Context: an optimization exercise on an open-source flow, tuned for small area, a short achievable clock period and few clock cycles per item. The choices shown serve that exercise and are no tape-out recipe.
The RTL was checked by simulation tests, not by an equivalence proof against the original design.
Power and IR drop assume default switching activity.

Setup of job 6912:
## wallace_mult
module wallace_mult (
	input  logic                  clk,
	input  logic                  rst_n,
	input  logic                  in_valid,
	input  wallace_pkg::operand_t a,
	input  wallace_pkg::operand_t b,
	output logic                  in_credit,
	output logic                  out_valid,
	output wallace_pkg::product_t product,
	input  logic                  out_credit
);
Size: about 300 flip-flops, ~70 I/O pins, roughly 17000 um2 of cells after synthesis.
export LEC_CHECK = 0
export ABC_AREA = 1
export CAP_MARGIN = 20
export CORE_MARGIN = 2
export CORE_UTILIZATION = 40
export CTS_CLUSTER_DIAMETER = 80
export CTS_CLUSTER_SIZE = 30
export SETUP_SLACK_MARGIN = 1.9
export SLEW_MARGIN = 20
create_clock -name core_clock -period 4.0 [get_ports {clk}]
run.sh (not shown) runs the stock make flow with config.mk's settings and CLKGATE_MAP_FILE= SYNTH_SCRIPT=/design/flow/synth_recipe.tcl, a recipe that flattens the netlist after the stock synthesis.
Testbench counts of job 6912, summed over its fixed seeds: cycles 3,232, items 3,200.
Setup changes, job 6912 to job 346
- a change of SETUP_SLACK_MARGIN from 1.9 to 1.7
Notes after the runs:
Comparing job 6912 with job 346, the clock transition at the registers of the reported paths came out essentially unchanged.
Multi-input gate share of the layout cell area: job 346 vs job 6912 — no meaningful difference
Leakage dissipation on job 346 is down relative to job 6912.
[compare] base=job 6912 new=job 346: highest achievable clock rate lower, design area lower.
Going from job 6912 to job 346, normalized max-slew margin shrinks by 0.92 points.
Of job 346 and job 6912, the higher first-iteration DRC count belongs to job 6912.
Here is what was changed in the inputs of job 6347 compared with job 346.
- swapping 1.7 for 1.8 in SETUP_SLACK_MARGIN
==> summary.txt <==
Between job 346 and job 6347, fraction of power spent switching nets increased. Relative contribution of the clock network to total power in job 6347 vs job 346: down 1.0 points. Sort job 346 and job 6347 by post-route fraction of the period consumed by the critical path desc -> top: job 346. Total area of multi-input combinational cells, job 346 and job 6347, higher one = job 6347. Job 346: full flow OK, the timing, design-rule and antenna checks passed. Job 6347 | status: complete | timing, DRC, antenna: pass.
Edits applied to the flow inputs when going from job 6347 to job 3619:
- a deleted ABC_AREA that had been 1
- a deleted CTS_CLUSTER_DIAMETER that had been 80
- a deleted CTS_CLUSTER_SIZE that had been 30
## What came out
Total met2 wirelength after detailed routing is higher on job 6347
Re non-clock buffer count: job 3619 and job 6347 aren't equal, and the lower value belongs to job 6347.
Looking at global router's overall resource usage, job 3619 sits 0.99 points below job 6347.
Count of placed standard cells including taps in job 3619 is 370 below job 6347.
Largest family of logic cells by synthesized area = adder cells: job 6347; largest family of logic cells by synthesized area = compound AO/OA/AOI/OAI gates: job 3619
### job 3619 -> job 4801
- a change of SETUP_SLACK_MARGIN from 1.8 to 1.6
Notes after the runs:
- The final layout from job 4801, which completed every stage, passed the timing, design-rule and antenna checks at the end of the flow.
- Changes observed in job 4801 relative to job 3619: utilization of the core after routing went down 2.1 points, internal power component comparable, timing-limited maximum frequency -6.9%, total track usage lost 1.3 points, fraction of area in multi-input gates increased by 0.69 points relative to the old numbers.
- Looking only at share of total power in the clock network, and setting everything else aside, the higher value of job 4801 and job 3619 goes to job 4801.
- Job 4801: switching component of the power lower than job 3619
- Job 4801 ends up with a total power of the final layout that is 1.9% lower than in job 3619.
- Delta (job 4801 minus job 3619): highest fanout seen on the critical path now larger; cell count after synthesis shows no meaningful change; final cell area excluding filler cells now smaller.

========
wallace_mult again, from the RTL that the note above started with.
Design wallace_mult, start of the top module:
module wallace_mult (
	input  logic                  clk,
	input  logic                  rst_n,
	input  logic                  in_valid,
	input  wallace_pkg::operand_t a,
	input  wallace_pkg::operand_t b,
	output logic                  in_credit,
	output logic                  out_valid,
	output wallace_pkg::product_t product,
	input  logic                  out_credit
);
	localparam int NS = 3;
	logic [NS-1:0] load;
	wallace_pkg::product_t sum_product;
	csa_layer u_csa (
		.clk  (clk),
		.en   (load),
		.a    (a),
		.b    (b),
		.product (sum_product)
	);
	result_buffer #(.NS(NS)) u_result_buffer (
		.clk        (clk),
		.rst_n      (rst_n),
		.in_valid   (in_valid),
		.push_data  (sum_product),
		.out_credit (out_credit),
		.load       (load),
		.out_valid  (out_valid),
		.product    (product),
		.in_credit  (in_credit)
	);
endmodule
make LEC_CHECK=0 CAP_MARGIN=20 CORE_MARGIN=2 CORE_UTILIZATION=40 CTS_CLUSTER_DIAMETER=100 CTS_CLUSTER_SIZE=40 SETUP_SLACK_MARGIN=1.8 SLEW_MARGIN=20 finish   # period 4.0 ns
The first run went through all stages and came out clean.
Testbench counts at the start, summed over its fixed seeds: cycles 3,232, items 3,200.
Edit:
--- a/flow/config.mk
+++ b/flow/config.mk
@@ -7,0 +8 @@
+export ABC_AREA = 1
@@ -10,3 +11,3 @@
-export CORE_UTILIZATION = 40
-export CTS_CLUSTER_DIAMETER = 100
-export CTS_CLUSTER_SIZE = 40
+export CORE_UTILIZATION = 55
+export CTS_CLUSTER_DIAMETER = 80
+export CTS_CLUSTER_SIZE = 30
- final area falls by 3.0%
- core utilization is higher by 15 points
- setup slack gains 0.028 ns
- synthesized area went up by 1.6%
- worst hold slack loses 0.014 ns

==> separate check: timing with driven ports <==
How much do the figures lean on ideal ports? The routed layouts below were timed once more, with nothing changed but the port constraints. Step 1: set_driving_cell puts a clkbuf_16 on clk and a buf_2 on each other input, an assumption about the parent block. Step 2 also shifts input and output timing later by t, the mid clock arrival at the registers, as if the neighbouring blocks saw the same clock. Three values: ideal ports, drivers, drivers and shift; two values: the first two.
run	shift t [ns]	slack for setup (ns)	worst setup path at the end	cell pins on the clock port's net
job 6912	0.582	1.823 / 1.823 / 1.397	input to register	1
job 346	0.581	1.760 / 1.709 / 1.252	input to register	1
job 6347	0.579	1.803 / 1.777 / 1.271	input to register	1
job 3619	0.595	1.729 / 1.729 / 1.251	input to register	1
job 4801	0.583	1.560 / 1.560 / 1.144	input to register	1
the first run of note 2	0.556	1.733 / 1.701 / 1.210	input to register	1
the second run of note 2	0.565	1.761 / 1.761 / 1.336	input to register	1
After both steps setup and hold are still met in every run listed. The setup slack of job 6347, which loses most, moves by -0.026 ns with the drivers and by -0.532 ns with both steps.
